Background: an optimization exercise with open tools, aiming at small area. Do not read the settings as production practice.
Only simulation tests tie the RTL to the original design; equivalence was not proved.
Power and IR drop assume default switching activity.

==> design/flow/design.v <==
package skf_pkg;
    localparam int VALUE_W   = 32;
    localparam int COV_FRAC  = 30;
    localparam int COV_W     = COV_FRAC + 2;
    localparam int REG_W     = COV_W;
    localparam int CFG_IDX_W = 2;
    localparam int PASS_LAST = 32;
    localparam logic [CFG_IDX_W-1:0] REG_PROCESS_NOISE     = CFG_IDX_W'(0);
    localparam logic [CFG_IDX_W-1:0] REG_MEASUREMENT_NOISE = CFG_IDX_W'(1);
    localparam logic [REG_W-1:0]     Q_RESET   = REG_W'(1073742);
    localparam logic [REG_W-1:0]     R_RESET   = REG_W'(10737418);
    localparam logic [2:0] P_IDLE = 3'd0;   
    localparam logic [2:0] P_PRE  = 3'd1;   
    localparam logic [2:0] P_DIV  = 3'd2;   
    localparam logic [2:0] P_EMUL = 3'd3;   
    localparam logic [2:0] P_ECPY = 3'd4;   
    localparam logic [2:0] P_GAP  = 3'd5;   
    localparam logic [2:0] P_CMUL = 3'd6;   
    localparam logic [2:0] P_CCPY = 3'd7;   
endpackage
module skf_sadd (
    input  logic a,
    input  logic b,
    input  logic ci,
    output logic s,
    output logic co
);
    assign s  = a ^ b ^ ci;
    assign co = (a & b) | (ci & (a ^ b));
endmodule
import skf_pkg::*;
module scalar_kalman_filter_unit (
    input  logic                                 i_clk,
    input  logic                                 i_rst_n,
    input  logic                                 i_in_valid,
    output logic                                 o_in_stall,
    input  logic signed [skf_pkg::VALUE_W-1:0]   i_sample,
    output logic                                 o_out_valid,
    input  logic                                 i_out_stall,
    output logic signed [skf_pkg::VALUE_W-1:0]   o_estimate,
    input  logic                                 i_cfg_we,
    input  logic [skf_pkg::CFG_IDX_W-1:0]        i_cfg_index,
    input  logic [skf_pkg::REG_W-1:0]            i_cfg_data
);
    logic [5:0]  r_cyc;         
    logic [4:0]  r_pc;          
    logic [2:0]  r_ph;
    logic        r_out_valid;
    logic [REG_W-1:0]   r_q, r_r;
    logic [VALUE_W-1:0] r_est;
    logic [32:0]        r_cov;   
    logic [32:0]        r_rem;   
    logic [33:0]        r_g;     
    logic [32:0]        r_smp;   
    logic               r_qdef, r_rdef, r_covdef, r_estz;
    logic r_c1, r_c2, r_c3;      
    logic r_d;                   
    logic r_gcap;                
    logic r_seen;                
    logic r_rneg;                
    logic r_satp, r_satd;        
    logic r_rz, r_s1z, r_s1m;    
    logic [REG_W-1:0]   q_reset, r_reset;
    assign q_reset = Q_RESET;
    assign r_reset = R_RESET;
    logic j0, j32;
    logic [4:0] bi;
    logic ph_idle, ph_pre, ph_div, ph_emul, ph_ecpy, ph_gap, ph_cmul, ph_ccpy;
    logic q_bit, r_bit, s_bit, cov_bit, pred_bit, est_bit;
    logic g_bit, m_bit;
    logic gz, gm, gbit_w;
    logic a_x, a_y, a_ci, a_s, a_co;
    logic b_x, b_ci, b_s, b_co, den_bit;
    logic sub, acc_bit, m_x, m_y, m_ci, m_s, m_co;
    logic ring32, est_sh, est_in, cov_in, rem32_in, rem31_in, g31_in, g0_in;
    assign j32 = r_cyc[5];
    assign j0  = (r_cyc == 6'd0);
    assign bi  = r_cyc[4:0];
    assign ph_idle = (r_ph == P_IDLE);
    assign ph_pre  = (r_ph == P_PRE);
    assign ph_div  = (r_ph == P_DIV);
    assign ph_emul = (r_ph == P_EMUL);
    assign ph_ecpy = (r_ph == P_ECPY);
    assign ph_gap  = (r_ph == P_GAP);
    assign ph_cmul = (r_ph == P_CMUL);
    assign ph_ccpy = (r_ph == P_CCPY);
    assign q_bit    = !j32 && (r_qdef ? q_reset[bi] : r_q[bi]);
    assign r_bit    = !j32 && (r_rdef ? r_reset[bi] : r_r[bi]);
    assign s_bit    = i_sample[j32 ? 5'd31 : bi];
    assign cov_bit  = !j32 && (r_covdef ? (bi == 5'd30) : r_cov[0]);
    assign pred_bit = !j32 && (r_satp || r_cov[0]);
    assign est_bit  = !r_estz && (j32 ? r_est[VALUE_W-1] : r_est[0]);
    assign g_bit = j0 ? r_g[0] : r_gcap;
    assign m_bit = g_bit ^ r_seen;
    assign gz     = r_rz && r_s1z && !r_satp;
    assign gm     = !gz && (r_satp || r_s1m || r_rz);
    assign gbit_w = gm || (!gz && !m_s);
    assign a_x  = ph_pre ? cov_bit : (g_bit && r_smp[0]);
    assign a_y  = ph_pre ? q_bit : (m_bit && est_bit);
    assign a_ci = !j0 && r_c1;
    skf_sadd u_add_a (.a(a_x), .b(a_y), .ci(a_ci), .s(a_s), .co(a_co));
    assign b_x  = ph_pre ? (a_s && !j32) : pred_bit;
    assign b_ci = !j0 && r_c2;
    skf_sadd u_add_b (.a(b_x), .b(r_bit), .ci(b_ci), .s(b_s), .co(b_co));
    assign den_bit = !j32 && (r_satd || b_s);
    assign sub     = !r_rneg;
    assign acc_bit = (r_pc != 5'd0) && (j32 ? (ph_emul && r_d) : r_rem[0]);
    assign m_x     = ph_div ? (!j0 && r_d) : acc_bit;
    assign m_y     = ph_div ? (den_bit ^ sub) : (ph_emul ? a_s : (m_bit && pred_bit));
    assign m_ci    = j0 ? (ph_div && sub) : r_c3;
    skf_sadd u_add_m (.a(m_x), .b(m_y), .ci(m_ci), .s(m_s), .co(m_co));
    assign ring32   = ph_emul || ph_ecpy || ph_gap || ph_cmul;
    assign cov_in   = ph_pre  ? (a_s && !j32) :
                      ph_ccpy ? (!j32 && (r_seen ? r_rem[0] : r_cov[0])) : r_cov[0];
    assign rem32_in = ph_pre ? (a_s && !j32) : (ph_div ? m_s : r_rem[0]);
    assign rem31_in = (ph_emul || ph_cmul) ? m_s : r_rem[32];
    assign g31_in   = ring32 ? r_g[0] : r_g[32];
    assign g0_in    = (ph_div && j32) ? gbit_w : r_g[1];
    assign est_sh   = (ph_emul || ph_ecpy) && !j32;
    assign est_in   = ph_ecpy ? (r_seen ? r_rem[0] : (!r_estz && r_est[0])) : r_est[0];
    always_ff @(posedge i_clk) begin
        r_cov <= {cov_in, r_cov[32:1]};
        r_rem <= {rem32_in, rem31_in, r_rem[31:1]};
        r_g   <= {r_g[0], r_g[33], g31_in, r_g[31:2], g0_in};
        r_smp <= {ph_pre ? s_bit : r_smp[0], r_smp[32:1]};
        if (est_sh) r_est <= {est_in, r_est[VALUE_W-1:1]};
        r_c1 <= a_co;
        r_c2 <= b_co;
        r_c3 <= m_co;
        r_d  <= r_rem[0];
        if (j0) r_gcap <= r_g[0];
        if (ph_idle) begin
            r_rz  <= 1'b1;
            r_s1z <= 1'b1;
            r_s1m <= 1'b1;
        end else if (ph_pre && !j32) begin
            r_rz  <= r_rz && !r_bit;
            r_s1z <= r_s1z && !a_s;
            r_s1m <= r_s1m && a_s;
        end
        if (ph_pre && j32) begin
            r_satp <= a_s;
            r_satd <= b_s;
        end
        if (ph_pre) r_rneg <= 1'b0;
        else if (ph_div && j32) r_rneg <= m_s;
        if (j32) begin
            if (ph_emul || ph_cmul) r_seen <= r_seen || g_bit;
            else if (!ph_ecpy) r_seen <= 1'b0;
        end
        if (i_cfg_we && i_cfg_index == REG_PROCESS_NOISE) r_q <= i_cfg_data;
        if (i_cfg_we && i_cfg_index == REG_MEASUREMENT_NOISE) r_r <= i_cfg_data;
        if (!i_rst_n) begin
            r_cyc       <= '0;
            r_pc        <= '0;
            r_ph        <= P_IDLE;
            r_out_valid <= 1'b0;
            r_qdef      <= 1'b1;
            r_rdef      <= 1'b1;
            r_covdef    <= 1'b1;
            r_estz      <= 1'b1;
        end else begin
            r_cyc <= j32 ? 6'd0 : r_cyc + 6'd1;
            if (i_cfg_we && i_cfg_index == REG_PROCESS_NOISE) r_qdef <= 1'b0;
            if (i_cfg_we && i_cfg_index == REG_MEASUREMENT_NOISE) r_rdef <= 1'b0;
            if (ph_pre && j32) r_covdef <= 1'b0;
            if (ph_ecpy && j32) r_estz <= 1'b0;
            if (ph_ecpy && j32) begin
                r_out_valid <= 1'b1;
            end else if (!i_out_stall) begin
                r_out_valid <= 1'b0;
            end
            if (j32) begin
                r_pc <= ((ph_div || ph_emul || ph_cmul) && r_pc != 5'd29) ? r_pc + 5'd1 : 5'd0;
                case (r_ph)
                    P_IDLE: if (i_in_valid && (!r_out_valid || !i_out_stall)) r_ph <= P_PRE;
                    P_PRE:  r_ph <= P_DIV;
                    P_DIV:  if (r_pc == 5'd29) r_ph <= P_EMUL;
                    P_EMUL: if (r_pc == 5'd29) r_ph <= P_ECPY;
                    P_ECPY: r_ph <= P_GAP;
                    P_GAP:  r_ph <= P_CMUL;
                    P_CMUL: if (r_pc == 5'd29) r_ph <= P_CCPY;
                    default: r_ph <= P_IDLE;
                endcase
            end
        end
    end
    assign o_in_stall  = !(ph_pre && j32);
    assign o_out_valid = r_out_valid;
    assign o_estimate  = r_est;
endmodule
==> design/flow/run.sh <==
#!/bin/bash
# synth_recipe.tcl (not shown) runs the flow's synth.tcl, then flattens the netlist and writes it again
# the make line also repeats each setting of config.mk as NAME=value (left out here)
make -C /OpenROAD-flow-scripts/flow DESIGN_CONFIG=/design/flow/config.mk WORK_HOME=/design/flow/orfs CLKGATE_MAP_FILE= SYNTH_SCRIPT=/design/flow/synth_recipe.tcl finish
==> design/flow/config.mk <==
export PLATFORM = sky130hd
export DESIGN_NAME = scalar_kalman_filter_unit
export DESIGN_NICKNAME = scalar_kalman_filter_unit
export VERILOG_FILES = /design/flow/design.v
export SDC_FILE = /design/flow/constraint.sdc
export NUM_CORES = 4
export LEC_CHECK = 0
export CAP_MARGIN = 20
export CORE_MARGIN = 2
export CORE_UTILIZATION = 40
export SLEW_MARGIN = 20
==> design/flow/constraint.sdc <==
create_clock -name core_clock -period 12.0 [get_ports {i_clk}]
set_input_delay 2.4000 -clock core_clock [delete_from_list [all_inputs] [get_ports {i_clk}]]
set_output_delay 2.4000 -clock core_clock [all_outputs]
set_load 0.01 [all_outputs]
==> results of run 1 <==
-- how the worst max path moves through the flow --
stage | start | slack [ns] | to | cells after the start
floorplan | i_cfg_index[0] | 6.69 | r_q[0] | 1
finish | r_cyc[1] | 6.34 | r_rem[32] | 20
global placement | r_cyc[1] | 6.58 | r_rem[32] | 20
detailed placement | r_cyc[1] | 6.35 | r_rem[32] | 20
global route | r_cyc[1] | 5.76 | r_g[0] | 21
CTS | r_cyc[1] | 6.33 | r_rem[32] | 20
-- area by class of cell --
cell class	count	area, sq um
fillers	1674	9890
flip-flops and latches	260	6200
multi-input cells	254	1840
repair buffers	110	1090
clock buffers	33	737
well taps	270	338
clock inverters	12	93.8
inverters	15	56.3
-- stage by stage --
step / power [mW] / cells / cell area, sq um / hold WS (ns)
2_1_floorplan: 0.990 / 555 / 8240 / 0.310
3_3_place_gp: 1.03 / 909 / 9520 / 0.310
3_5_place_dp: 1.03 / 909 / 9520 / 0.312
4_1_cts: 1.79 / 954 / 10300 / 0.326
5_1_grt: 1.84 / 954 / 10300 / 0.330
6_report: 1.77 / 954 / 10300 / 0.325
-- worst max-delay path, cell delays in order, from the launching register on --
cell	delay, ns
dfxtp_1	0.88
inv_1	0.40
ha_1	0.30
nand2_1	0.20
mux2i_1	0.33
ha_1	0.30
nand4b_1	0.11
a21oi_1	0.10
fa_1	0.64
nand2_1	0.10
a21oi_1	0.22
fa_1	0.45
nor2_1	0.12
nor2_1	0.05
xor2_1	0.13
o21ai_0	0.15
a21oi_1	0.11
fa_1	0.58
nor2_1	0.06
a211oi_1	0.21
a21oi_1	0.07
-- layer usage --
| metal | GRT usage | vias to the layer above | routed length, um |
|---|---|---|---|
| met3 | 0.0330 | 35 | 756 |
| met5 | 0 | - | 0 |
| met1 | 0.191 | 2204 | 6940 |
| met2 | 0.229 | 138 | 6940 |
| met4 | 0.0490 | 0 | 424 |
| li1 | - | 2230 | - |
-- kinds of logic (layout without fill, tap and decap cells) --
group | count (synthesis) | after routing
mux | 28 | 28
xor+xnor | 11 | 11
fa+ha+maj | 10 | 10
buf+inv | 41 | 170
flops | 260 | 260
compound gates | 86 | 86
simple gates | 119 | 119
-- report_power, final --
part	internal, mW	total [mW]	switching, mW
Combinational	0.0404	0.0719	0.0315
Clock	0.439	0.762	0.323
Sequential	0.927	0.935	0.00727
Total	1.41	1.77	0.362
-- layout by cell type (no fill, tap or decap), drive strengths merged, types with 2 or more instances in the layout --
master,Yosys,layout
edfxtp,99,99
inv,14,21
ha,7,7
o21a,2,2
a21oi,24,24
mux2i,12,12
o22ai,2,2
o21bai,2,2
fa,3,3
xnor2,3,3
buf,18,6
o31ai,3,3
a21o,2,2
and2,6,6
nand3,7,7
nor2,34,34
mux2,6,6
o311ai,4,4
nor2b,9,9
nor3,14,14
a31oi,5,5
dfxtp,161,161
mux4,10,10
clkinv,1,5
nand2,28,28
xor2,8,8
clkbuf,8,33
a221oi,3,3
nand4,5,5
a32o,2,2
o2111ai,2,2
a211oi,3,3
nor3b,2,2
nor4b,2,2
nand2b,5,5
and3,2,2
o221ai,2,2
o21ai,18,18
clkdlybuf4s50,0,104
-- flip-flops by register name, summed over array words and instances (netlist names), 3 cells and up --
signal,count
r_r,32
r_g,34
r_smp,33
r_pc,5
r_q,32
r_est,32
r_ph,3
r_cov,33
r_cyc,6
r_rem,33
==> summary.md, run 1 <==
| Metric | Value |
|---|---|
| DP HPWL | `approximately 10000 um` |
| Die W | `147 um` |
| Initial core utilization | `0.407` |
| Worst EP required | `around 12 ns` |
| Synth area leader | `dfxtp_1` |
| First-pass GRT wire length | `between 20000 and 25000 um` |
| Tmin final | `between 5 and 6 ns` |
| Worst-Margin Slew | `between 0.8 and 0.9 ns` |
| Antenna violations before repair | `0` |
| Kind of critical path | `reg -> reg` |
| Top Ports | `around 110` |
| Largest net degree at the start of global routing | `49` |
| Adder-cell share of the synthesized area | `0.0179` |
| Clock transition at path regs | `0.06 ns` |
| Wire per inst | `15.8 um` |
| Top-count cell post-synth | `dfxtp_1` |
| Area share of the largest cell type after synthesis | `0.391` |
| Area fraction in compound gates after synthesis | `0.0708` |
| Final worst slack | `between 6 and 7 ns` |
| Post-synth top flop | `dfxtp_1` |
| Initial DRT Pass Iterations | `4` |
| CP arrival | `6.05 ns` |
| Cells on worst reg2reg path | `20` |
| CTS resizes | `0` |
| PortBufs | `about 100` |
| Setup TNS after final layout | `0 ns` |
| Vias in the first global route | `between 4000 and 5000` |
| Core area | `20200 sq um` |
| Area share of and/or/nand/nor cells after synthesis | `0.0710` |
| Static Leak | `roughly 3.7 nW` |
| Detail Route Antenna Nets | `0` |
| Largest family of logic cells by synthesized area | `simple AND/OR/NAND/NOR gates` |
| Ant diodes | `0` |
| FF-to-FF setup slack | `6.34 ns` |
| Top post-synthesis cells by count | `dfxtp_1, edfxtp_1, nor2_1` |
| Setup violators final | `0` |
| Post-Place Setup Slack | `between 6 and 7 ns` |
| Worst vdd ir | `approximately 0.093 mV` |
| Synthesized area per cell | `approximately 15 sq um` |
| Post-CTS Setup Bufs | `0` |
| Syn_nets | `between 600 and 700` |
| Number of DRC markers in iteration 0 | `~310` |
| YS warnings | `1` |
| CP max FO | `21` |
| Cells after Synth | `between 500 and 600` |
| Gpl congestion | `roughly 0.8` |
| Hold WC Path Type | `reg -> reg` |
| Startpoint types | `register` |
| DRC Markers | `0` |
| Final Hold Viols | `0` |
| Layout area overhead | `25.6%` |
| CP endpoint kind | `register` |
| Post-Synth XOR/XNOR Area | `0.0117` |
| Endpoint, Worst Hold | `r_smp[10]` |
| CTS root buf | `clkbuf_16` |
| Relative slew slack | `0.426` |
| Vias per cell | `just under 5` |
| Final wirelength | `~15000 um` |
| Vias | `about 4600` |
| Standard-cell rows | `52` |
| Worst Skew | `0.0117 ns` |
| Clock latency (worst-skew pair) | `around 0.52 ns` |
| Post-synth EDFFs | `99` |
| GRT overflow | `0` |
| H-tree depth | `1` |
| Hold Path Origin | `r_smp[11]` |
| Full die area | `21800 sq um` |
| Status | `no timing/DRC/antenna violations` |
| Total global routing track utilization | `0.142` |
| Hold Buf Count CTS | `0` |
| Nets | `roughly 750` |
| CTS tree | `built` |
| PD cells | `between 150 and 200 nW/um^2` |
| Share of layout cells above drive strength 1 | `0.108` |
| Period utilisation layout | `0.472` |
| Post-Syn Area | `~8200 sq um` |
| Number of synthesized register bits | `260` |
| Post-layout util | `0.511` |
| Synth async-reset ratio | `0` |
| RSZ-0062 raised after global routing | `no` |
| Leading post-synthesis cells by cell area | `dfxtp_1, edfxtp_1, mux4_2` |
| Netlist cell types | `between 60 and 70` |
| Bufs on Longest Clock Path | `3` |
| Mux contribution to synthesized area | `0.0510` |
| Max Cap Viol | `0` |
| F_max | `about 0.18 GHz` |
| Slew Viols, Final | `0` |
| Post-synthesis sequential area ratio | `0.752` |
| TritonCTS sink count | `260` |
| Cts bufs inserted | `25` |
| Hold Path Cell Cnt | `0` |
| Beginning of the worst register-to-register path | `r_cyc[1]` |
| Reg-to-Reg End | `r_rem[32]` |
| Die Ht | `~150 um` |
==> inputs of run 2 (changes only) <==
--- a/design/flow/config.mk
+++ b/design/flow/config.mk
@@ -6,6 +6,7 @@
 export NUM_CORES = 4
 export LEC_CHECK = 0
+export ABC_AREA = 1
 export CAP_MARGIN = 20
 export CORE_MARGIN = 2
-export CORE_UTILIZATION = 40
+export CORE_UTILIZATION = 70
 export SLEW_MARGIN = 20
==> summary.md, run 2 <==
| Metric | Value |
|---|---|
| CP max FO | `23 (+9.5%)` |
| Initial core utilization | `0.720 (+0.313)` |
| Final worst slack | `6.44 ns (+0.103 ns)` |
| Top Ports | `105 (unchanged)` |
| Share of layout cells above drive strength 1 | `0.0666 (-0.0416)` |
| Syn_nets | `773 (+22%)` |
| TritonCTS sink count | `260 (unchanged)` |
| Worst path max stage delay | `0.87 ns (about the same)` |
| Hold Buf Count CTS | `0 (unchanged)` |
| Core area | `11500 sq um (-43%)` |
| Cells after Synth | `692 (+25%)` |
| Sequential Power Share | `0.514 (-0.015)` |
| Post-CTS Setup Bufs | `0 (unchanged)` |
| Slowest-stage cell, CP | `dfxtp_1` |
| Sw power | `385 uW (+6.5%)` |
| Final Hold Viols | `0 (unchanged)` |
| Setup TNS after final layout | `0 ns (unchanged)` |
| Startpoint types | `register` |
| Post-Syn Area | `8260 sq um (+0.30%)` |
| Filler instances | `436 (-74%)` |
| Total global routing track utilization | `0.315 (+0.173)` |
| Kind of critical path | `reg -> reg` |
| Multi-input logic area | `1720 sq um (-6.5%)` |
| Clock latency (worst-skew pair) | `0.51 ns (about the same)` |
| Top-count cell post-synth | `dfxtp_1` |
| Pint | `1.45 mW (+2.8%)` |
| Standard-cell rows | `39 (-25%)` |
| Worst Skew | `0.0148 ns (+0.00314 ns)` |
| Period utilisation layout | `0.463 (-0.00855)` |
| Status | `no timing/DRC/antenna violations` |
| Worst vdd ir | `0.200 mV (+110%)` |
| Initial DRT Pass Iterations | `8 (+4)` |
| Post-synth EDFFs | `99 (unchanged)` |
| Die Ht | `113 um (-24%)` |
| Post-synthesis sequential area ratio | `0.750 (-0.00228)` |
| First-pass GRT wire length | `30900 um (+24%)` |
| Leading post-synthesis cells by cell area | `dfxtp_1, edfxtp_1, nand2_1` |
| Wire per inst | `20.3 um (+29%)` |
| Final wirelength | `19700 um (+31%)` |
| Post-synth top flop | `dfxtp_1` |
| Top post-synthesis cells by count | `dfxtp_1, nand2_1, edfxtp_1` |
| H-tree depth | `1 (unchanged)` |
| Cell family with most CP delay | `adder cells` |
| CTS tree | `built` |
| Detail Route Antenna Nets | `0 (unchanged)` |
| Buf+Inv Stages, Crit Path | `1 (unchanged)` |
| Number of DRC markers in iteration 0 | `664 (+120%)` |
| DP HPWL | `11400 um (+14%)` |
| YS warnings | `1 (unchanged)` |
| Setup violators final | `0 (unchanged)` |
| Static Leak | `4.10 nW (+12%)` |
| Relative slew slack | `0.439 (+0.0139)` |
| PD cells | `178 nW/um^2 (+4.4%)` |
| Max Cap Viol | `0 (unchanged)` |
| F_max | `0.180 GHz (+1.8%)` |
| Area share of the largest cell type after synthesis | `0.390 (-0.00119)` |
| Cells after DPL | `925 (+1.8%)` |
| Seq. cell area | `6200 sq um (about the same)` |
| Nets | `889 (+19%)` |
| Post-Place Setup Slack | `6.68 ns (+0.321 ns)` |
| Sw Share | `0.210 (+0.00577)` |
| Cts bufs inserted | `24 (-4.0%)` |
| Max reg flops | `34 (unchanged)` |
| CTS resizes | `0 (unchanged)` |
| Cell repeated most along the worst path | `nand2_1` |
| Vias | `5701 (+24%)` |
| CP endpoint kind | `register` |
| Hold WC Path Type | `reg -> reg` |
| RSZ-0062 raised after global routing | `no` |
| CTS root buf | `clkbuf_16` |
| Comb power frac | `0.048 (+0.007)` |
| Number of synthesized register bits | `260 (unchanged)` |
| Vias per cell | `5.88 (+22%)` |
| Finished Layout Cells | `969 (+1.6%)` |
| Clock Power Share | `0.438 (+0.007)` |
| Ant diodes | `0 (unchanged)` |
| Tmin final | `5.56 ns (-0.103 ns)` |
| Antenna violations before repair | `0 (unchanged)` |
| Commonest cells after routing, fill and taps aside | `dfxtp_1, nand2_1, clkdlybuf4s50_1, edfxtp_1, nand3_1` |
| Largest Register | `r_g` |
| Worst-Margin Slew | `0.840 ns (-0.0208 ns)` |
| Slew Viols, Final | `0 (unchanged)` |
| Crit-path cells | `inv_1, ha_1, nand4_1, nand2_1, o21ai_2, ha_1, nand4_1, nand2_1, fa_1, nand2_1, nand2_1, fa_1, o21ai_0, xor2_1, o21ai_0, fa_1, o31ai_1, a21oi_1` |
| CP arrival | `5.94 ns (-0.11 ns)` |
| Synth area leader | `dfxtp_1` |
| Die W | `113 um (-24%)` |
| WHS | `0.316 ns (-0.00832 ns)` |
| PortBufs | `104 (unchanged)` |
| GRT overflow | `0 (unchanged)` |
| Final Power | `1.83 mW (+3.5%)` |
| Netlist cell types | `31 (-54%)` |
| Largest net degree at the start of global routing | `36 (-27%)` |
| Clock transition at path regs | `0.07 ns (about the same)` |
| Gpl congestion | `0.878 (+7.8%)` |
| Commonest non-fill, non-tap cell in the layout | `dfxtp_1` |
| Layout area overhead | `24.3%` |
| Synthesized area per cell | `11.9 sq um (-20%)` |
| Synth async-reset ratio | `0 (unchanged)` |
| Full die area | `12700 sq um (-42%)` |
| Vias in the first global route | `5812 (+21%)` |
| Worst EP required | `12.39 ns (about the same)` |
| DRC Markers | `0 (unchanged)` |
| Bufs on Longest Clock Path | `3 (unchanged)` |
## run 2: cell types whose count changed after synthesis, sizes merged, moves of 6 or more
| cell | change |
|---|---|
| nor2 | +24 |
| a21oi | -9 |
| nor3 | -8 |
| nand4 | +7 |
| mux4 | -10 |
| nor2b | -9 |
| mux2i | -12 |
| and2 | -6 |
| nand2 | +91 |
| nand3 | +62 |
| o21ai | +30 |
| inv | +48 |
## run 2: cell families (layout without fill, tap and decap cells)
kind of cell               count (synthesis)  in the layout  share of synthesized area
DFF                                      260            260                      0.750
adders and majority gates                 10             10                     0.0179
AOI/OAI and AO/OA                         71             71                     0.0456
muxes                                      1              1                    0.00136
xor gates and xnor gates                   4              4                    0.00424
and+or+nand+nor                          265            265                      0.138
buffers and inverters                     81            215                     0.0430
## run 2: final timing paths
| path | startpoint | to | slack [ns] | cells after the start |
|---|---|---|---|---|
| max | r_cyc[1] | r_g[0] | 6.44 | 18 |
| min | r_smp[1] | r_smp[0] | 0.32 | 0 |
| max reg2reg | r_cyc[1] | r_g[0] | 6.44 | 18 |
| min reg2reg | r_smp[1] | r_smp[0] | 0.32 | 0 |
## run 2: final cells by class
type	count	share of cell area
Clock buffer	36	0.0761
Clock inverter	8	0.00792
Inverter	63	0.0230
Multi-Input combinational cell	351	0.167
Sequential cell	260	0.604
Tap cell	143	0.0174
Timing Repair Buffer	108	0.104
## run 2: through the flow
stage / cell area, sq um / util
floorplan: 8260 / -
global placement: 9400 / 0.820
detailed placement: 9400 / 0.820
CTS: 10300 / 0.895
global route: 10300 / 0.895
finish: 10300 / 0.895
## run 2: metal layers
| metal | vias up | track usage | part of all wire |
|---|---|---|---|
| li1 | 2550 | - | - |
| met1 | 2635 | 0.371 | 0.35 |
| met2 | 407 | 0.556 | 0.51 |
| met3 | 109 | 0.0556 | 0.083 |
| met4 | 0 | 0.158 | 0.056 |
| met5 | - | 0 | 0 |
## run 2: power groups by stage
stage	sequential, mW	clock [mW]	combinational, mW
after floorplan	0.953	0	0.0496
after global placement	0.958	0	0.0785
after detailed placement	0.958	0	0.0822
after CTS	0.940	0.804	0.0863
after global routing	0.941	0.837	0.0956
final	0.940	0.803	0.0878
==> inputs of run 3 (changes only) <==
==> design/flow/flow/run.sh (new file) <==
#!/bin/bash
# Standard ORFS layout, with the smallest buffer on the ports and a clock tree
# of small buffers without dummy loads. Make's output goes to flow.log here;
# each ORFS step keeps its own log under orfs/logs.
set -euo pipefail
bash standard.sh \
  "BUFFER_PORTS_ARGS=-buffer_cell sky130_fd_sc_hd__buf_1" \
  "CTS_ARGS=-sink_clustering_enable -repair_clock_nets -buf_list sky130_fd_sc_hd__clkbuf_8 -sink_clustering_size 20 -sink_clustering_max_diameter 60 -dont_use_dummy_load" \
  finish > flow.log 2>&1
==> design/flow/standard.sh (new file) <==
#!/bin/bash
# synth_recipe.tcl (not shown) runs the flow's synth.tcl, then flattens the netlist and writes it again
# the make line also repeats each setting of config.mk as NAME=value (left out here)
make -C /OpenROAD-flow-scripts/flow DESIGN_CONFIG=/design/flow/config.mk WORK_HOME=/design/flow/orfs CLKGATE_MAP_FILE= SYNTH_SCRIPT=/design/flow/synth_recipe.tcl "${@:-finish}"
--- a/design/flow/config.mk
+++ b/design/flow/config.mk
@@ -6,7 +6,6 @@
 export NUM_CORES = 4
 export LEC_CHECK = 0
-export ABC_AREA = 1
 export CAP_MARGIN = 20
 export CORE_MARGIN = 2
-export CORE_UTILIZATION = 70
+export CORE_UTILIZATION = 40
 export SLEW_MARGIN = 20
removed: design/flow/run.sh
==> summary.md, run 3 <==
| Metric | Value |
|---|---|
| YS warnings | `1 (unchanged)` |
| Cts bufs inserted | `18 (-25%)` |
| Post-synthesis sequential area ratio | `0.752 (+0.00228)` |
| GR Util met2 | `0.212 (-0.344)` |
| CP max FO | `21 (-8.7%)` |
| Most Crowded Layer GR | `met2` |
| RSZ-0062 raised after global routing | `no` |
| Post-Synth XOR/XNOR Area | `0.0117 (+0.00746)` |
| Mux contribution to synthesized area | `0.0510 (+0.0497)` |
| Worst Skew | `0.0547 ns (+0.0398 ns)` |
| Detail Route Antenna Nets | `0 (unchanged)` |
| TritonCTS sink count | `260 (unchanged)` |
| Total global routing track utilization | `0.135 (-0.180)` |
| CTS tree | `built` |
| Post-synth EDFFs | `99 (unchanged)` |
| GRT overflow | `0 (unchanged)` |
| Kind of critical path | `reg -> reg` |
| Vias in the first global route | `4614 (-21%)` |
| First-pass GRT wire length | `23700 um (-23%)` |
| GR Util met1 | `0.186 (-0.186)` |
| Post-synth top flop | `dfxtp_1` |
| Share of layout cells above drive strength 1 | `0.0746 (+0.00800)` |
| Sw Share | `0.204 (-0.00652)` |
| Worst-Margin Slew | `0.862 ns (+0.0218 ns)` |
| Commonest cells after routing, fill and taps aside | `dfxtp_1, buf_1, edfxtp_1, nor2_1, nand2_1` |
| Area share of and/or/nand/nor cells after synthesis | `0.0710 (-0.0669)` |
| Post-Syn Area | `8240 sq um (-0.30%)` |
| Synth area leader | `dfxtp_1` |
| Post-CTS Setup Bufs | `0 (unchanged)` |
| Slowest-stage cell, CP | `dfxtp_1` |
| Cell repeated most along the worst path | `a21oi_1` |
| Vias | `4569 (-20%)` |
| Top Ports | `105 (unchanged)` |
| Sequential Power Share | `0.683 (+0.169)` |
| Relative slew slack | `0.425 (-0.0146)` |
| Wire per inst | `16.0 um (-22%)` |
| Max reg flops | `34 (unchanged)` |
| Clock Power Share | `0.275 (-0.163)` |
| Worst vdd ir | `0.0912 mV (-54%)` |
| Largest family of logic cells by synthesized area | `simple AND/OR/NAND/NOR gates` |
| Gpl congestion | `0.862 (-1.8%)` |
| H-tree depth | `1 (unchanged)` |
| Synthesized area per cell | `14.8 sq um (+24%)` |
| Adder-cell share of the synthesized area | `0.0179 (+0.0000543)` |
| Status | `no timing/DRC/antenna violations` |
| DRC Markers | `0 (unchanged)` |
| Worst EP required | `12.39 ns (about the same)` |
| Vias per cell | `4.93 (-16%)` |
| Area fraction in compound gates after synthesis | `0.0708 (+0.0252)` |
| Setup violators final | `0 (unchanged)` |
| Core area | `20200 sq um (+76%)` |
| Largest net degree at the start of global routing | `49 (+36%)` |
| Crit-path cells | `inv_1, ha_1, nand2_1, mux2i_1, ha_1, nand4b_1, a21oi_1, fa_1, nand2_1, a21oi_1, fa_1, nor2_1, nor2_1, xor2_1, o21ai_0, a21oi_1, fa_1, nor2_1, a211oi_1, a21oi_1` |
| F_max | `0.176 GHz (-2.0%)` |
| Top-count cell post-synth | `dfxtp_1` |
| Static Leak | `3.07 nW (-25%)` |
| Number of synthesized register bits | `260 (unchanged)` |
| Number of DRC markers in iteration 0 | `343 (-48%)` |
| Cells after Synth | `555 (-20%)` |
| PD cells | `150 nW/um^2 (-16%)` |
| Initial DRT Pass Iterations | `6 (-2)` |
| Pint | `1.09 mW (-25%)` |
| Met3 Use GR | `0.0284 (-0.0272)` |
| Max Cap Viol | `0 (unchanged)` |
| DP HPWL | `9900 um (-13%)` |
| CTS resizes | `0 (unchanged)` |
| Initial core utilization | `0.407 (-0.313)` |
| Final Power | `1.37 mW (-25%)` |
| PortBufs | `104 (unchanged)` |
| Synth async-reset ratio | `0 (unchanged)` |
| Slew Viols, Final | `0 (unchanged)` |
| Setup TNS after final layout | `0 ns (unchanged)` |
| Syn_nets | `636 (-18%)` |
| Clock latency (worst-skew pair) | `0.52 ns (about the same)` |
| Filler instances | `1809 (+310%)` |
| Commonest non-fill, non-tap cell in the layout | `dfxtp_1` |
| Final wirelength | `14800 um (-25%)` |
| Final Hold Viols | `0 (unchanged)` |
| Antenna violations before repair | `0 (unchanged)` |
| Bufs on Longest Clock Path | `3 (unchanged)` |
| Nets | `740 (-17%)` |
| Full die area | `21800 sq um (+71%)` |
| WHS | `0.302 ns (-0.0141 ns)` |
| Sw power | `279 uW (-28%)` |
| Comb power frac | `0.042 (-0.006)` |
| CP endpoint kind | `register` |
| Die Ht | `147 um (+31%)` |
| Ant diodes | `0 (unchanged)` |
| Tmin final | `5.67 ns (+0.114 ns)` |
| Top post-synthesis cells by count | `dfxtp_1, edfxtp_1, nor2_1` |
| Hold WC Path Type | `reg -> reg` |
| Netlist cell types | `67 (+120%)` |
| Clock transition at path regs | `0.11 ns (+0.04 ns)` |
| Standard-cell rows | `52 (+33%)` |
| Leading post-synthesis cells by cell area | `dfxtp_1, edfxtp_1, mux4_2` |
| Hold Buf Count CTS | `0 (unchanged)` |
| Startpoint types | `register` |
| Die W | `147 um (+31%)` |
| Worst path max stage delay | `0.90 ns (+0.03 ns)` |
| Area share of the largest cell type after synthesis | `0.391 (+0.00119)` |
| Layout area overhead | `10.7%` |
| Largest Register | `r_g` |
| CTS root buf | `clkbuf_8` |
| Period utilisation layout | `0.473 (+0.00947)` |
| CP arrival | `6.07 ns (+0.13 ns)` |
[run 3: cell count changes after synthesis, sizes merged, moves of 7 or more]
cell / change
mux4: +10
inv: -48
nand2: -91
a21oi: +9
nor3: +8
nand4: -7
nor2: -24
o21ai: -30
nand3: -62
mux2i: +12
nor2b: +9
[run 3: metrics by stage]
step	setup WS [ns]	instance area, sq um	cells	util
final	6.33	9110	927	0.450
after global routing	5.85	9110	927	0.450
after CTS	6.33	9110	927	0.450
after detailed placement	6.32	8870	909	0.438
after global placement	6.62	8870	909	0.438
after floorplan	6.69	8240	555	-
[run 3: layout make-up]
cell class | instances | area, sq um | share of cell area
well taps | 270 | 338 | 0.0371
inverters | 15 | 56.3 | 0.00618
multi-input cells | 254 | 1840 | 0.202
repair buffers | 110 | 435 | 0.0478
clock buffers | 18 | 248 | 0.0272
flip-flops and latches | 260 | 6200 | 0.680
[run 3: cells by family (layout without fill, tap and decap cells)]
group,after synthesis,in the layout
and+or+nand+nor,119,119
AOI/OAI and AO/OA,86,86
muxes,28,28
buffers and inverters,41,143
xor gates and xnor gates,11,11
DFF,260,260
adders and majority gates,10,10
[run 3: per-layer routing]
metal,share of wire,wire (um)
met1,0.46,6780
met2,0.45,6710
met3,0.056,833
met4,0.033,485
met5,0,0
[run 3: power by group through the flow]
stage,combinational (mW),clock [mW],sequential (mW)
after floorplan,0.0408,0,0.950
after global placement,0.0562,0,0.954
after detailed placement,0.0575,0,0.954
after CTS,0.0578,0.391,0.934
after global routing,0.0632,0.425,0.936
final,0.0573,0.375,0.934
[run 3: critical path: cells and delay by family, from the launching register on]
family / cells / cell delay [ns]
buffers and inverters: 1 / 0.40
multiplexers: 1 / 0.32
AND/OR/NAND/NOR: 6 / 0.63
adder cells (fa/ha/maj): 5 / 2.26
XOR/XNOR: 1 / 0.15
AO/OA/AOI/OAI: 6 / 0.89
flip-flops: 1 / 0.90
[run 3: path summary, 6_finish.rpt]
| path | from | cells past startpoint | slack, ns | to |
|---|---|---|---|---|
| hold / removal | r_smp[4] | 0 | 0.30 | r_smp[3] |
| hold reg to reg | r_smp[4] | 0 | 0.30 | r_smp[3] |
| setup / recovery | r_cyc[1] | 20 | 6.33 | r_rem[32] |
| setup reg to reg | r_cyc[1] | 20 | 6.33 | r_rem[32] |
==> inputs of run 4 (changes only) <==
==> design/flow/flow/run.sh (replaced) <==
#!/bin/bash
# Standard ORFS layout, with the smallest buffer on the ports and a clock tree
# of small buffers without dummy loads. Make's output goes to flow.log here;
# each ORFS step keeps its own log under orfs/logs.
set -euo pipefail
bash standard.sh \
  "BUFFER_PORTS_ARGS=-buffer_cell sky130_fd_sc_hd__buf_1" \
  "CTS_ARGS=-sink_clustering_enable -repair_clock_nets -buf_list sky130_fd_sc_hd__clkbuf_16 -sink_clustering_size 30 -sink_clustering_max_diameter 80 -dont_use_dummy_load" \
  finish > flow.log 2>&1
==> summary.md, run 4 <==
| Metric | Value |
|---|---|
| Synth async-reset ratio | `0 (unchanged)` |
| Largest net degree at the start of global routing | `49 (unchanged)` |
| Relative slew slack | `0.434 (+0.00892)` |
| Final worst slack | `6.41 ns (+0.0823 ns)` |
| Setup TNS after final layout | `0 ns (unchanged)` |
| Comb power frac | `0.040 (-0.002)` |
| Final Hold Viols | `0 (unchanged)` |
| Wire per inst | `15.9 um (-0.48%)` |
| Post-synth top flop | `dfxtp_1` |
| Cells after Synth | `555 (unchanged)` |
| Setup violators final | `0 (unchanged)` |
| Initial core utilization | `0.407 (unchanged)` |
| RSZ-0062 raised after global routing | `no` |
| Share of layout cells above drive strength 1 | `0.0675 (-0.00710)` |
| DRC Markers | `0 (unchanged)` |
| Post-Syn Area | `8240 sq um (unchanged)` |
| Total global routing track utilization | `0.133 (-0.00168)` |
| Detail Route Antenna Nets | `0 (unchanged)` |
| Clock Power Share | `0.307 (+0.032)` |
| Clock latency (worst-skew pair) | `0.49 ns (-0.03 ns)` |
| Post-synth EDFFs | `99 (unchanged)` |
| Commonest cells after routing, fill and taps aside | `dfxtp_1, buf_1, edfxtp_1, nor2_1, nand2_1` |
| Ant diodes | `0 (unchanged)` |
| Sequential Power Share | `0.653 (-0.030)` |
| Period utilisation layout | `0.466 (-0.00686)` |
| Slew Viols, Final | `0 (unchanged)` |
| Area share of the largest cell type after synthesis | `0.391 (unchanged)` |
| PD cells | `155 nW/um^2 (+3.7%)` |
| Post-Place Setup Slack | `6.32 ns (unchanged)` |
| Final wirelength | `14700 um (-1.0%)` |
| Top post-synthesis cells by count | `dfxtp_1, edfxtp_1, nor2_1` |
| Core area | `20200 sq um (unchanged)` |
| Max reg flops | `34 (unchanged)` |
| Commonest non-fill, non-tap cell in the layout | `dfxtp_1` |
| Vias in the first global route | `4600 (-0.30%)` |
| Standard-cell rows | `52 (unchanged)` |
| CTS root buf | `clkbuf_16` |
| Netlist cell types | `67 (unchanged)` |
| CTS resizes | `0 (unchanged)` |
| Nets | `735 (-0.68%)` |
| Max Cap Viol | `0 (unchanged)` |
| Pint | `1.15 mW (+5.5%)` |
| Post-CTS Setup Bufs | `0 (unchanged)` |
| Cts bufs inserted | `13 (-5)` |
| Number of synthesized register bits | `260 (unchanged)` |
| Clock transition at path regs | `0.11 ns (about the same)` |
| Worst EP required | `12.38 ns (about the same)` |
| Status | `no timing/DRC/antenna violations` |
| Sw Share | `0.197 (-0.00656)` |
| Hold WC Path Type | `reg -> reg` |
| Largest Register | `r_g` |
| H-tree depth | `1 (unchanged)` |
| Leading post-synthesis cells by cell area | `dfxtp_1, edfxtp_1, mux4_2` |
| Syn_nets | `636 (unchanged)` |
| Filler instances | `1797 (-0.66%)` |
| Vias | `4514 (-1.2%)` |
| Initial DRT Pass Iterations | `4 (-2)` |
| Synth area leader | `dfxtp_1` |
| CP endpoint kind | `register` |
| Static Leak | `3.10 nW (+1.0%)` |
| Bufs on Longest Clock Path | `3 (unchanged)` |
| Top Ports | `105 (unchanged)` |
| Worst vdd ir | `0.0869 mV (-4.7%)` |
| Number of DRC markers in iteration 0 | `375 (+9.3%)` |
| Hold Buf Count CTS | `0 (unchanged)` |
| TritonCTS sink count | `260 (unchanged)` |
| Die Ht | `147 um (unchanged)` |
| CP arrival | `5.96 ns (-0.11 ns)` |
| Startpoint types | `register` |
| CP max FO | `21 (unchanged)` |
| GRT overflow | `0 (unchanged)` |
| Die W | `147 um (unchanged)` |
| Sw power | `282 uW (+1.2%)` |
| Tmin final | `5.59 ns (-0.0823 ns)` |
| F_max | `0.179 GHz (+1.5%)` |
| Layout area overhead | `11.6%` |
| Cells after DPL | `909 (unchanged)` |
| Worst-Margin Slew | `0.848 ns (-0.0134 ns)` |
| Kind of critical path | `reg -> reg` |
| Top-count cell post-synth | `dfxtp_1` |
| DP HPWL | `9900 um (unchanged)` |
| PortBufs | `104 (unchanged)` |
| Vias per cell | `4.90 (-0.67%)` |
| YS warnings | `1 (unchanged)` |
| Post-synthesis sequential area ratio | `0.752 (unchanged)` |
| Full die area | `21800 sq um (unchanged)` |
| First-pass GRT wire length | `23500 um (-0.84%)` |
| CTS tree | `built` |
| Synthesized area per cell | `14.8 sq um (unchanged)` |
| Worst Skew | `0.0671 ns (+0.0124 ns)` |
| Finished Layout Cells | `922 (-0.54%)` |
| Gpl congestion | `0.862 (unchanged)` |
| Antenna violations before repair | `0 (unchanged)` |
## run 4: cell count changes in the layout (fill, tap and decap cells not counted), sizes merged
| cell | previous run | this run |
|---|---|---|
| clkbuf | 18 | 13 |
## run 4: cells by family after synthesis
kind of cell	Yosys count	synth area share
flip-flops	260	0.752
AND/OR/NAND/NOR	119	0.0710
AO/OA/AOI/OAI	86	0.0708
buffers and inverters	41	0.0252
multiplexers	28	0.0510
XOR/XNOR	11	0.0117
adder cells (fa/ha/maj)	10	0.0179
## run 4: final cells by class
| class | count | area, sq um | share of cell area |
|---|---|---|---|
| Tap cell | 270 | 338 | 0.0368 |
| Sequential cell | 260 | 6200 | 0.674 |
| Inverter | 15 | 56.3 | 0.00613 |
| Clock buffer | 13 | 325 | 0.0354 |
| Timing Repair Buffer | 110 | 435 | 0.0474 |
| Multi-Input combinational cell | 254 | 1840 | 0.200 |
## run 4: worst max-delay path, cell delays in order, from the launching register on
cell and delay (ns):
dfxtp_1 0.87, inv_1 0.39, ha_1 0.30, nand2_1 0.19
mux2i_1 0.33, ha_1 0.30, nand4b_1 0.12, a21oi_1 0.12
fa_1 0.61, nand2_1 0.09, a21oi_1 0.23, fa_1 0.46
nor2_1 0.12, nor2_1 0.06, xor2_1 0.15, o21ai_0 0.16
a21oi_1 0.12, fa_1 0.58, nor2_1 0.06, a211oi_1 0.20
a21oi_1 0.06
## run 4: path summary, 6_finish.rpt
check / cells past startpoint / slack (ns) / start / endpoint
worst min-delay path: 0 / 0.30 / r_smp[31] / r_smp[30]
worst max-delay path: 20 / 6.41 / r_cyc[1] / r_rem[32]
worst max register to register: 20 / 6.41 / r_cyc[1] / r_rem[32]
worst min register to register: 0 / 0.30 / r_smp[31] / r_smp[30]
## run 4: power groups by stage
stage                     Combinational, mW  Sequential (mW)  Clock (mW)
after floorplan                      0.0408            0.950           0
after global placement               0.0562            0.954           0
after detailed placement             0.0575            0.954           0
after CTS                            0.0578            0.934       0.454
after global routing                 0.0632            0.935       0.483
final                                0.0571            0.934       0.439
## run 4: routing by layer
| layer | track usage | part of all wire |
|---|---|---|
| met5 | 0 | 0 |
| met1 | 0.182 | 0.46 |
| met3 | 0.0244 | 0.050 |
| met2 | 0.217 | 0.46 |
| met4 | 0.0428 | 0.025 |
## run 4: stage by stage
stage | total power [mW] | hold WS, ns | util | instance area, sq um
2_1_floorplan | 0.990 | 0.310 | - | 8240
3_3_place_gp | 1.01 | 0.310 | 0.438 | 8870
3_5_place_dp | 1.01 | 0.312 | 0.438 | 8870
4_1_cts | 1.45 | 0.295 | 0.454 | 9190
5_1_grt | 1.48 | 0.308 | 0.454 | 9190
6_report | 1.43 | 0.296 | 0.454 | 9190
==> inputs of run 5 (changes only) <==
==> design/flow/flow/run.sh (replaced) <==
#!/bin/bash
# Standard ORFS layout, with the smallest buffer on the ports and a clock tree
# of small buffers without dummy loads. Make's output goes to flow.log here;
# each ORFS step keeps its own log under orfs/logs.
set -euo pipefail
bash standard.sh \
  "BUFFER_PORTS_ARGS=-buffer_cell sky130_fd_sc_hd__buf_1" \
  "CTS_ARGS=-sink_clustering_enable -repair_clock_nets -buf_list sky130_fd_sc_hd__clkbuf_4 -sink_clustering_size 12 -sink_clustering_max_diameter 30 -dont_use_dummy_load" \
  finish > flow.log 2>&1
--- a/design/flow/config.mk
+++ b/design/flow/config.mk
@@ -8,4 +8,4 @@
 export CAP_MARGIN = 20
 export CORE_MARGIN = 2
-export CORE_UTILIZATION = 40
+export CORE_UTILIZATION = 65
 export SLEW_MARGIN = 20
==> summary.md, run 5 <==
| Metric | Value |
|---|---|
| Share of layout cells above drive strength 1 | `0.109 (+0.0410)` |
| Tmin final | `5.59 ns (-0.00155 ns)` |
| Detail Route Antenna Nets | `0 (unchanged)` |
| Vias | `4680 (+3.7%)` |
| Post-CTS Setup Bufs | `0 (unchanged)` |
| Post-Syn Area | `8240 sq um (unchanged)` |
| Layout area overhead | `10.1%` |
| CP arrival | `6.05 ns (+0.09 ns)` |
| Startpoint types | `register` |
| RSZ-0062 raised after global routing | `no` |
| Top Ports | `105 (unchanged)` |
| Period utilisation layout | `0.466 (about the same)` |
| Initial core utilization | `0.658 (+0.251)` |
| Nets | `765 (+4.1%)` |
| Post-DP Area | `8740 sq um (-1.4%)` |
| H-tree depth | `2 (+1)` |
| DP HPWL | `9200 um (-7.1%)` |
| Largest Register | `r_g` |
| Largest net degree at the start of global routing | `49 (unchanged)` |
| CTS tree | `built` |
| Worst EP required | `12.47 ns (+0.09 ns)` |
| Clock transition at path regs | `0.10 ns (about the same)` |
| Clock latency (worst-skew pair) | `0.62 ns (+0.13 ns)` |
| Post-synthesis sequential area ratio | `0.752 (unchanged)` |
| Hold Path Cell Cnt | `0 (unchanged)` |
| Worst-Margin Slew | `0.865 ns (+0.0166 ns)` |
| CP max FO | `21 (unchanged)` |
| F_max | `0.179 GHz (about the same)` |
| Hold Path Origin | `r_rem[10]` |
| Core area | `12500 sq um (-38%)` |
| Final Instance Area | `9070 sq um (-1.3%)` |
| Vias per cell | `5.47 (+12%)` |
| Post-synth EDFFs | `99 (unchanged)` |
| Final worst slack | `6.41 ns (+0.00155 ns)` |
| Number of synthesized register bits | `260 (unchanged)` |
| Post-Place Setup Slack | `6.40 ns (+0.0775 ns)` |
| Full die area | `13600 sq um (-38%)` |
| Hold Buf Count CTS | `0 (unchanged)` |
| YS warnings | `1 (unchanged)` |
| DRC Markers | `0 (unchanged)` |
| Synthesized area per cell | `14.8 sq um (unchanged)` |
| TritonCTS sink count | `260 (unchanged)` |
| Post-synth top flop | `dfxtp_1` |
| Netlist cell types | `67 (unchanged)` |
| Cells on worst reg2reg path | `20 (unchanged)` |
| Die Ht | `117 um (-21%)` |
| Static Leak | `3.14 nW (+1.2%)` |
| Standard-cell rows | `41 (-21%)` |
| Worst vdd ir | `0.131 mV (+50%)` |
| PortBufs | `104 (unchanged)` |
| Reg-to-Reg End | `r_rem[32]` |
| Commonest non-fill, non-tap cell in the layout | `dfxtp_1` |
| Setup TNS after final layout | `0 ns (unchanged)` |
| Finished Layout Cells | `855 (-7.3%)` |
| Synth area leader | `dfxtp_1` |
| Cells after Synth | `555 (unchanged)` |
| GRT overflow | `0 (unchanged)` |
| Vias in the first global route | `4609 (+0.20%)` |
| CP endpoint kind | `register` |
| Leading post-synthesis cells by cell area | `dfxtp_1, edfxtp_1, mux4_2` |
| Hold WC Path Type | `reg -> reg` |
| Number of DRC markers in iteration 0 | `481 (+28%)` |
| Total global routing track utilization | `0.217 (+0.0834)` |
| Bufs on Longest Clock Path | `3 (unchanged)` |
| Kind of critical path | `reg -> reg` |
| Relative slew slack | `0.423 (-0.0111)` |
| Top post-synthesis cells by count | `dfxtp_1, edfxtp_1, nor2_1` |
| Final Hold Viols | `0 (unchanged)` |
| CTS root buf | `clkbuf_4` |
| Final wirelength | `14100 um (-3.9%)` |
| Area share of the largest cell type after synthesis | `0.391 (unchanged)` |
| Commonest cells after routing, fill and taps aside | `dfxtp_1, buf_1, edfxtp_1, clkbuf_4, nor2_1` |
| Max reg flops | `34 (unchanged)` |
| Slew Viols, Final | `0 (unchanged)` |
| Die W | `117 um (-21%)` |
| Top-count cell post-synth | `dfxtp_1` |
| FF-to-FF setup slack | `6.41 ns (about the same)` |
| Max Cap Viol | `0 (unchanged)` |
| Cells after DPL | `811 (-11%)` |
| CTS resizes | `0 (unchanged)` |
| Wire per inst | `16.5 um (+3.7%)` |
| PD cells | `155 nW/um^2 (-0.25%)` |
| First-pass GRT wire length | `22400 um (-4.7%)` |
| Cts bufs inserted | `43 (+30)` |
| Gpl congestion | `0.936 (+8.6%)` |
| Beginning of the worst register-to-register path | `r_cyc[1]` |
| Antenna violations before repair | `0 (unchanged)` |
| Syn_nets | `636 (unchanged)` |
| Worst Skew | `0.0616 ns (-0.00555 ns)` |
| Endpoint, Worst Hold | `r_rem[9]` |
| Synth async-reset ratio | `0 (unchanged)` |
| Status | `no timing/DRC/antenna violations` |
| Setup violators final | `0 (unchanged)` |
| Filler instances | `877 (-51%)` |
| Initial DRT Pass Iterations | `5 (+1)` |
run 5: cell count changes in the layout (fill, tap and decap cells not counted), sizes merged:
| cell | previous run | this run |
|---|---|---|
| diode | 0 | 1 |
| clkbuf | 13 | 43 |
run 5: logic make-up after synthesis:
group                    after synthesis  share of synthesized area
AO/OA/AOI/OAI                         86                     0.0708
multiplexers                          28                     0.0510
flip-flops                           260                      0.752
adder cells (fa/ha/maj)               10                     0.0179
buffers and inverters                 41                     0.0252
XOR/XNOR                              11                     0.0117
AND/OR/NAND/NOR                      119                     0.0710
run 5: power breakdown:
group          internal [mW]  switching [mW]
Combinational         0.0255          0.0303
Sequential             0.927         0.00772
Clock                  0.164           0.252
run 5: worst max-delay path by stage:
stage	startpoint	endpoint	slack, ns	cells past startpoint
6_report	r_cyc[1]	r_rem[32]	6.41	20
5_1_grt	r_cyc[1]	r_g[0]	5.93	21
4_1_cts	r_cyc[1]	r_rem[32]	6.44	20
3_5_place_dp	r_cyc[1]	r_rem[32]	6.40	20
3_3_place_gp	r_cyc[1]	r_rem[32]	6.66	20
2_1_floorplan	i_cfg_index[0]	r_q[0]	6.69	1
run 5: area by class of cell:
class,count,area [sq um],share of cell area
flip-flops and latches,260,6200,0.683
multi-input cells,254,1840,0.203
repair buffers,110,435,0.0480
clock buffers,43,323,0.0356
well taps,172,215,0.0237
inverters,15,56.3,0.00621
diodes,1,2.50,0.000276
run 5: layer usage:
layer	share of wire	up-vias	track usage
met1	0.46	2216	0.309
met4	0.022	0	0.100
li1	-	2247	-
met2	0.45	190	0.321
met5	0	-	0
met3	0.072	27	0.0514
run 5: per-stage QoR:
stage / hold WS, ns / utilization / total power, mW
global route: 0.259 / 0.724 / 1.47
global placement: 0.312 / 0.699 / 1.01
finish: 0.279 / 0.725 / 1.41
floorplan: 0.310 / - / 0.990
CTS: 0.282 / 0.724 / 1.42
detailed placement: 0.312 / 0.699 / 1.01
run 5: critical path: stages, from the launching register on:
cell and delay [ns]:
dfxtp_1 0.88, inv_1 0.41, ha_1 0.30, nand2_1 0.19, mux2i_1 0.34, ha_1 0.30, nand4b_1 0.10, a21oi_1 0.10
fa_1 0.62, nand2_1 0.09, a21oi_1 0.21, fa_1 0.44, nor2_1 0.13, nor2_1 0.06, xor2_1 0.15, o21ai_0 0.16
a21oi_1 0.11, fa_1 0.59, nor2_1 0.06, a211oi_1 0.20, a21oi_1 0.07

-- re-timing with driven ports --
How much do the figures lean on ideal ports? The routed layouts below were timed once more, with nothing changed but the port constraints.
Step 1, drivers: a clkbuf_16 drives i_clk and a buf_2 each remaining input, both assumed.
Step 2 times the ports against the registers' clock, not the clock port: input delays grow and output delays shrink by t, the midpoint of the rising clock arrivals with the driver on.
Slacks: ideal ports / drivers / drivers and shift; pairs: ideal ports / drivers.
| run | t, ns | setup slack, ns | clock arrival spread, ns |
|---|---|---|---|
| run 1 | 0.559 | 6.340 / 6.340 / 6.340 | 0.012 / 0.012 |
| run 2 | 0.546 | 6.442 / 6.442 / 6.442 | 0.016 / 0.016 |
| run 3 | 0.535 | 6.329 / 6.329 / 6.329 | 0.057 / 0.057 |
| run 4 | 0.501 | 6.411 / 6.411 / 6.411 | 0.068 / 0.068 |
| run 5 | 0.629 | 6.413 / 6.413 / 6.413 | 0.067 / 0.067 |
After both steps setup and hold are still met in every run listed.
